This design comes from an exercise in tuning for small area, a short achievable clock period and few clock cycles per item on the open sky130 flow, not from production work.
RTL that was checked went through simulation tests only; none was proved equivalent to the original.
Power and IR drop assume default switching activity.

==> flow/design.v (excerpt) <==
module boundary_prefix_search #(
  parameter int unsigned      MAX_BOUNDARY   = 56,
  parameter longint unsigned  MAX_STRING_LEN = 65536
) (
  input  logic                                clk_i,
  input  logic                                rst_ni,
  input  logic                                in_valid_i,
  output logic                                in_stall_o,
  input  logic [8:0]                          in_data_i,
  output logic                                out_valid_o,
  input  logic                                out_stall_i,
  output logic [23:0]                         out_data_o,
  input  logic                                cfg_we_i,
  input  logic [2:0]                          cfg_idx_i,
  input  logic [63:0]                         cfg_data_i
);
For scale: about 110 I/O pins.
==> flow/config.mk <==
export PLATFORM = sky130hd
export DESIGN_NAME = boundary_prefix_search
export DESIGN_NICKNAME = boundary_prefix_search
export VERILOG_FILES = /design/flow/design.v
export SDC_FILE = /design/flow/constraint.sdc
export NUM_CORES = 4
export LEC_CHECK = 0
export ABC_CLOCK_PERIOD_IN_PS = 2500
export CAP_MARGIN = 20
export CORE_MARGIN = 2
export CORE_UTILIZATION = 40
export SETUP_SLACK_MARGIN = 5.0
export SLEW_MARGIN = 20
==> flow/constraint.sdc <==
create_clock -name core_clock -period 7.5 [get_ports {clk_i}]
set_input_delay 1.5000 -clock core_clock [delete_from_list [all_inputs] [get_ports {clk_i}]]
set_output_delay 1.5000 -clock core_clock [all_outputs]
set_load 0.01 [all_outputs]
run.sh (not shown) runs the stock make flow with config.mk's settings and CLKGATE_MAP_FILE= SYNTH_SCRIPT=/design/flow/synth_recipe.tcl, a recipe that flattens the netlist after the stock synthesis.
Next try:
Settings changed: ABC_CLOCK_PERIOD_IN_PS 2500 to 2800, SETUP_SLACK_MARGIN 5.0 to 4.7.
Result: The new run finished clean; fmax goes down slightly; die area does not change; worst hold slack got worse by 0.0054 ns; non-clock buffer count is lower by 2; synthesized area stays the same; design area barely changes; via count is about the same; sequential power barely changes; worst setup slack got worse by 0.042 ns; wire length fell slightly.
Function was not checked in any run of this note: the RTL went through the layout flow alone.

boundary_prefix_search, a different RTL version from the one above (not shown whole).
Size: about 1800 cells after synthesis, ~580 flip-flops, ~110 I/O pins, ~26000 um2 of cells after synthesis.
export LEC_CHECK = 0
export ABC_CLOCK_PERIOD_IN_PS = 2500
export CAP_MARGIN = 20
export CORE_MARGIN = 2
export CORE_UTILIZATION = 40
export CTS_CLUSTER_DIAMETER = 100
export CTS_CLUSTER_SIZE = 30
export SETUP_SLACK_MARGIN = 4.87
export SLEW_MARGIN = 20
create_clock -name core_clock -period 7.5 [get_ports {clk_i}]
standard.sh (not shown) runs the stock make flow with config.mk's settings and CLKGATE_MAP_FILE= SYNTH_SCRIPT=/design/flow/synth_recipe.tcl, a recipe that flattens the netlist after the stock synthesis.
==> flow/flow/run.sh <==
#!/bin/bash
# The standard layout (the standard.sh: standard synthesis and ORFS on every step), with one
# change: the port buffers that ORFS inserts at placement are the platform's plain buf_1 rather
# than the delay cell buffer_ports picks by default; timing repair resizes them as usual.
set -euo pipefail
export BUFFER_PORTS_ARGS="-buffer_cell sky130_fd_sc_hd__buf_1"
bash standard.sh finish > standard_flow.log 2>&1
The first run produced a clean layout.
Testbench counts at the start, summed over its fixed seeds: cycles 140,479, bytes 139,750.
Then changed:
Settings changed: GPL_TIMING_DRIVEN set to 0.
Clock-buffer cell count is lower by 1.
Non-clock buffer count rose by 42.
Global-route usage goes up by 3.1 points.
Sequential power goes down by about 0.9%.
Final cell count rose by 1.6%.
Setup slack degrades by 0.010 ns.
Routed wire length is higher by 18%.
Maximum frequency goes down by 0.38%.
Cell area climbs by 0.44%.
Die area is unchanged.
Synthesized area does not change.
Then changed:
Settings changed: CORE_UTILIZATION 40 to 45, GPL_TIMING_DRIVEN 0 to not set.
Die area decreases by roughly a tenth.
Routed wire length came out lower by about a fifth.
Synthesized cell count is unchanged.
Worst setup slack gains 0.014 ns.
Design area falls slightly.
Non-clock buffer count shrinks by 47.
Maximum frequency grows slightly.
Register-to-register slack improves by 0.06 ns.
Then changed:
==> flow/flow/run.sh (replaced) <==
#!/bin/bash
# The standard layout (the standard.sh: standard synthesis and ORFS on every step), with two
# changes: the port buffers that ORFS inserts at placement are the platform's plain buf_1 rather
# than the delay cell buffer_ports picks by default (timing repair resizes them as usual), and
# clock tree synthesis adds no dummy loads.
set -euo pipefail
export BUFFER_PORTS_ARGS="-buffer_cell sky130_fd_sc_hd__buf_1"
export CTS_ARGS="-sink_clustering_enable -repair_clock_nets -sink_clustering_size 30 -sink_clustering_max_diameter 100 -dont_use_dummy_load"
bash standard.sh finish > standard_flow.log 2>&1
Settings changed: CORE_UTILIZATION 45 to 48.
What happened: Total power falls by 3.1%; register-to-register slack is about the same; synthesized cell count is unchanged.
Then changed:
Settings changed: CORE_UTILIZATION 48 to 40.
The new run passed the timing, DRC and antenna checks.
Worst setup slack got worse by 0.025 ns.
Design area grows by about 1%.
Count of clock-buffer cells in the layout came out higher by 3.
Total power grows by 0.80%.
Global-route usage goes down by 3.8 points.
Core utilization falls by 8.2 points.
Via count is lower by about 0.6%.
Wire length barely changes.
Die area came out higher by 20%.
Synthesized area is unchanged.
Then changed:
==> flow/flow/run.sh (replaced) <==
#!/bin/bash
# The standard layout (the standard.sh: standard synthesis and ORFS on every step), with one
# change: the port buffers that ORFS inserts at placement are the platform's plain buf_1 rather
# than the delay cell buffer_ports picks by default; timing repair resizes them as usual.
set -euo pipefail
export BUFFER_PORTS_ARGS="-buffer_cell sky130_fd_sc_hd__buf_1"
bash standard.sh finish > standard_flow.log 2>&1
Settings changed: CORE_UTILIZATION 40 to 55, CTS_CLUSTER_DIAMETER 100 to 80, CTS_CLUSTER_SIZE 30 to 26, SETUP_SLACK_MARGIN 4.87 to 4.88.
Result: Count of clock-buffer cells in the layout came out higher by 14; synthesized area stays the same; maximum frequency came out higher by 0.33%; global-route usage came out higher by 9.0 points; first-iteration DRC count came out higher by 19%; die area came out lower by 27%; total power came out higher by 6.7%; worst setup slack improves by 0.0086 ns; critical path depth came out lower by 2; cell area came out higher by 0.95%; final cell count came out lower by 7.7%.

== delta ==
Another version of the RTL of boundary_prefix_search (not shown whole).
Size in the first run: about 1700 cells after synthesis, roughly 570 flip-flops, about 0.025 mm^2 of cells after synthesis.
make LEC_CHECK=0 ABC_CLOCK_PERIOD_IN_PS=2650 CAP_MARGIN=20 CORE_MARGIN=2 CORE_UTILIZATION=40 CTS_CLUSTER_DIAMETER=100 CTS_CLUSTER_SIZE=30 SETUP_SLACK_MARGIN=4.85 SLEW_MARGIN=20 finish   # period 7.5 ns
run.sh (not shown) runs the stock make flow with config.mk's settings and CLKGATE_MAP_FILE= SYNTH_SCRIPT=/design/flow/synth_recipe.tcl, a recipe that flattens the netlist after the stock synthesis.
Stock flow here: none of the scripts above is used.
Here is what was changed in the inputs of epsilon compared with delta.
- SETUP_SLACK_MARGIN: 4.85 -> 5.0
- ABC_CLOCK_PERIOD_IN_PS: 2650 -> 2500
[summary]
- Going from delta to epsilon, non-clock buffer instance count of the final layout moved down, combinational share of power moved up, hold slack level.
- Worst endpoint required time in epsilon is 0.02 ns above delta.
- Cmp epsilon vs delta: internal power contribution higher in epsilon
Function was not checked in any run of this note: the RTL went through the layout flow alone.

AL:
boundary_prefix_search, a different RTL version from the one above (not shown whole).
Size in the first run: about 1800 cells after synthesis, roughly 110 I/O pins, about 26000 um2 of cells after synthesis.
Settings: LEC_CHECK=0, ABC_CLOCK_PERIOD_IN_PS=2800, CAP_MARGIN=20, CORE_MARGIN=2, CORE_UTILIZATION=40, SETUP_SLACK_MARGIN=4.7, SLEW_MARGIN=20; clock period 7.5 ns.
For TR, these inputs were changed with respect to AL:
- an added CTS_CLUSTER_DIAMETER of 50
- an added CTS_CLUSTER_SIZE of 16
- an added CTS_BUF_LIST of sky130_fd_sc_hd__clkbuf_8 sky130_fd_sc_hd__clkbuf_16
[summary]
- The flow did not stop early for TR: all stages ran, and the layout cleared the timing, DRC and antenna checks.
- Going from AL to TR, path length in cells of the critical path rose 3; tightest hold margin stayed essentially flat; clock share of power increased 3.9 points.
Function was not checked in any run of this note: the RTL went through the layout flow alone.

boundary_prefix_search with an RTL version that a note above also has.
For scale: ~1800 cells after synthesis, ~580 flip-flops.
Design boundary_prefix_search, start of the top module:
module boundary_prefix_search #(
  parameter int unsigned      MAX_BOUNDARY   = 56,
  parameter longint unsigned  MAX_STRING_LEN = 65536
) (
  input  logic                                clk_i,
  input  logic                                rst_ni,
  input  logic                                in_valid_i,
  output logic                                in_stall_o,
  input  logic [8:0]                          in_data_i,
  output logic                                out_valid_o,
  input  logic                                out_stall_i,
  output logic [23:0]                         out_data_o,
  input  logic                                cfg_we_i,
  input  logic [2:0]                          cfg_idx_i,
  input  logic [63:0]                         cfg_data_i
);
  localparam int unsigned NB = 56;
  logic [5:0]         lenm1_q;            
  logic [NB-1:0][7:0] pat_q;
  logic [6:0]         wv_q;               
  logic [5:0]         lenm1_d;
  always_comb begin
    if (cfg_data_i[5:0] == 6'd0)       lenm1_d = 6'd0;
    else if (cfg_data_i[5:0] > 6'd56)  lenm1_d = 6'd55;
    else                               lenm1_d = cfg_data_i[5:0] - 6'd1;
  end
  always_ff @(posedge clk_i or negedge rst_ni) begin
    if (!rst_ni) begin
      lenm1_q <= 6'd0;
      wv_q    <= '0;
    end else if (cfg_we_i) begin
      if (cfg_idx_i == 3'd0) lenm1_q <= lenm1_d;
      else                   wv_q[cfg_idx_i - 3'd1] <= 1'b1;
    end
  end
  always_ff @(posedge clk_i) begin
    for (int w = 0; w < 7; w++) begin
      if (cfg_we_i && cfg_idx_i == 3'(w + 1)) begin
        for (int j = 0; j < 8; j++) pat_q[w*8 + j] <= cfg_data_i[j*8 +: 8];
      end
    end
  end
  logic stall_q;
  logic s1_valid_q, l_valid_q, l_last_q, l_ph_q, out_valid_q;
  ...
Settings: LEC_CHECK=0, ABC_CLOCK_PERIOD_IN_PS=2500, CAP_MARGIN=20, CORE_MARGIN=2, CORE_UTILIZATION=40, CTS_CLUSTER_DIAMETER=100, CTS_CLUSTER_SIZE=30, SETUP_SLACK_MARGIN=5.0, SLEW_MARGIN=20; clock period 7.5 ns.
standard.sh (not shown) runs the stock make flow with config.mk's settings and CLKGATE_MAP_FILE= SYNTH_SCRIPT=/design/flow/synth_recipe.tcl, a recipe that flattens the netlist after the stock synthesis.
==> flow/flow/run.sh <==
#!/bin/bash
# The standard layout (the standard.sh: standard synthesis and ORFS on every step), with one
# change: the port buffers that ORFS inserts at placement are the platform's plain buf_1 rather
# than the delay cell buffer_ports picks by default; timing repair resizes them as usual.
set -euo pipefail
export BUFFER_PORTS_ARGS="-buffer_cell sky130_fd_sc_hd__buf_1"
bash standard.sh finish > standard_flow.log 2>&1
Testbench counts at the start, summed over its fixed seeds: cycles 140,479, bytes 139,750.
==> next run, changes <==
Settings changed: CORE_UTILIZATION 40 to 48, CTS_CLUSTER_DIAMETER 100 to 70, CTS_CLUSTER_SIZE 30 to 36, SETUP_SLACK_MARGIN 5.0 to 4.87.
Effect:
- flip-flop and latch count does not change
- non-clock buffer count went down by 19
- worst setup slack improves by 0.025 ns
- utilization went up by 8.5 points
- design area decreases by 0.86%
- fmax goes up by 0.95%
- die area drops by 16%
- via count stays flat
==> next run, changes <==
Settings changed: CTS_CLUSTER_DIAMETER 70 to 80, CTS_CLUSTER_SIZE 36 to 40.
Effect: The new run completed without violations; clock power went down by about 4%; worst setup slack degrades by 0.20 ns; first-iteration DRC count went down by about 11%; clock-buffer cell count went down by 9; power went down by 1.0%.
==> next run, changes <==
==> flow/run.sh (new file) <==
#!/bin/bash
# synth_recipe.tcl (not shown) runs the flow's synth.tcl, then flattens the netlist and writes it again
# the make line also repeats each setting of config.mk as NAME=value (left out here)
make -C /OpenROAD-flow-scripts/flow DESIGN_CONFIG=/design/flow/config.mk WORK_HOME=/design/flow/orfs CLKGATE_MAP_FILE= SYNTH_SCRIPT=/design/flow/synth_recipe.tcl finish
Settings changed: CORE_UTILIZATION 48 to 40, CTS_CLUSTER_DIAMETER 80 to 100, CTS_CLUSTER_SIZE 40 to 30, SETUP_SLACK_MARGIN 4.87 to 5.0.
removed: flow/flow/run.sh
removed: flow/standard.sh
Global-route usage fell by 3.0 points.
Register-to-register slack improves by 0.06 ns.
Die area rose by 20%.
Clock power fell by 21%.
Final area rose by 2.8%.
Fmax rose by 6.2%.
==> next run, changes <==
==> flow/flow/run.sh (new file) <==
#!/bin/bash
# The standard layout (the standard.sh: standard synthesis and ORFS on every step), with one
# change: the port buffers that ORFS inserts at placement are the platform's plain buf_1 rather
# than the delay cell buffer_ports picks by default; timing repair resizes them as usual.
set -euo pipefail
export BUFFER_PORTS_ARGS="-buffer_cell sky130_fd_sc_hd__buf_1"
bash standard.sh finish > standard_flow.log 2>&1
==> flow/standard.sh (new file) <==
#!/bin/bash
# synth_recipe.tcl (not shown) runs the flow's synth.tcl, then flattens the netlist and writes it again
# the make line also repeats each setting of config.mk as NAME=value (left out here)
make -C /OpenROAD-flow-scripts/flow DESIGN_CONFIG=/design/flow/config.mk WORK_HOME=/design/flow/orfs CLKGATE_MAP_FILE= SYNTH_SCRIPT=/design/flow/synth_recipe.tcl "${@:-finish}"
Settings changed: CORE_UTILIZATION 40 to 52, CTS_CLUSTER_DIAMETER 100 to 90, CTS_CLUSTER_SIZE 30 to 28, SETUP_SLACK_MARGIN 5.0 to 4.87.
removed: flow/run.sh
After rerunning:
- The new run completed with no timing, DRC or antenna violations
- flip-flop and latch count is unchanged
- cell area went down by 3.7%
- worst setup slack degrades by 0.0067 ns
- clock power climbs by about 4%

separate check: timing with driven ports:
The results above use ideal ports. As a check the final layouts listed here were re-extracted and re-timed, cells and wires unchanged.
Step 1, drivers: a clkbuf_16 drives clk_i and a buf_2 each remaining input, both assumed.
Step 2, shift: input delay + t, output delay - t, t = (earliest + latest rising clock arrival at the registers) / 2. This alone moves slack from input paths to output paths.
Slacks: ideal ports / drivers / drivers and shift; pairs: ideal ports / drivers.
| run | t, ns | setup WS [ns] | hold WS [ns] | latest minus earliest clock arrival (ns) |
|---|---|---|---|---|
| the first run of note 1 | 0.687 | 4.321 / 4.321 / 4.172 | 0.499 / 0.499 / 0.499 | 0.035 / 0.034 |
| the second run of note 1 | 0.682 | 4.279 / 4.279 / 3.992 | 0.493 / 0.493 / 0.493 | 0.033 / 0.034 |
| the first run of note 2 | 0.653 | 4.862 / 4.800 / 4.307 | 0.547 / 0.547 / 0.547 | 0.025 / 0.025 |
| the second run of note 2 | 0.675 | 4.852 / 4.821 / 4.274 | 0.560 / 0.560 / 0.560 | 0.078 / 0.078 |
| the third run of note 2 | 0.666 | 4.866 / 4.809 / 4.219 | 0.549 / 0.549 / 0.549 | 0.081 / 0.081 |
| the fourth run of note 2 | 0.636 | 4.885 / 4.828 / 4.286 | 0.536 / 0.536 / 0.536 | 0.082 / 0.082 |
| the fifth run of note 2 | 0.641 | 4.860 / 4.799 / 4.315 | 0.544 / 0.544 / 0.544 | 0.053 / 0.053 |
| the sixth run of note 2 | 0.629 | 4.869 / 4.855 / 4.272 | 0.494 / 0.494 / 0.494 | 0.041 / 0.041 |
| delta | 0.658 | 4.718 / 4.718 / 4.097 | 0.524 / 0.524 / 0.524 | 0.028 / 0.028 |
| epsilon | 0.665 | 4.763 / 4.763 / 4.221 | 0.522 / 0.522 / 0.522 | 0.027 / 0.027 |
| AL | 0.696 | 2.772 / 2.772 / 2.772 | 0.504 / 0.504 / 0.504 | 0.030 / 0.030 |
| TR | 0.663 | 2.710 / 2.710 / 2.710 | 0.504 / 0.504 / 0.504 | 0.065 / 0.065 |
| the first run of note 5 | 0.670 | 4.868 / 4.805 / 4.406 | 0.543 / 0.543 / 0.543 | 0.048 / 0.048 |
| the second run of note 5 | 0.631 | 4.892 / 4.832 / 4.299 | 0.521 / 0.521 / 0.521 | 0.039 / 0.040 |
| the third run of note 5 | 0.683 | 4.689 / 4.727 / 4.043 | 0.532 / 0.532 / 0.532 | 0.037 / 0.037 |
| the fourth run of note 5 | 0.667 | 4.853 / 4.786 / 4.339 | 0.549 / 0.549 / 0.549 | 0.042 / 0.041 |
| the fifth run of note 5 | 0.657 | 4.846 / 4.788 / 4.350 | 0.518 / 0.518 / 0.518 | 0.024 / 0.024 |
After both steps setup and hold are still met in every run listed. For the third run of note 2, which loses most, drivers alone change the setup slack by -0.057 ns; drivers and shift together by -0.647 ns.
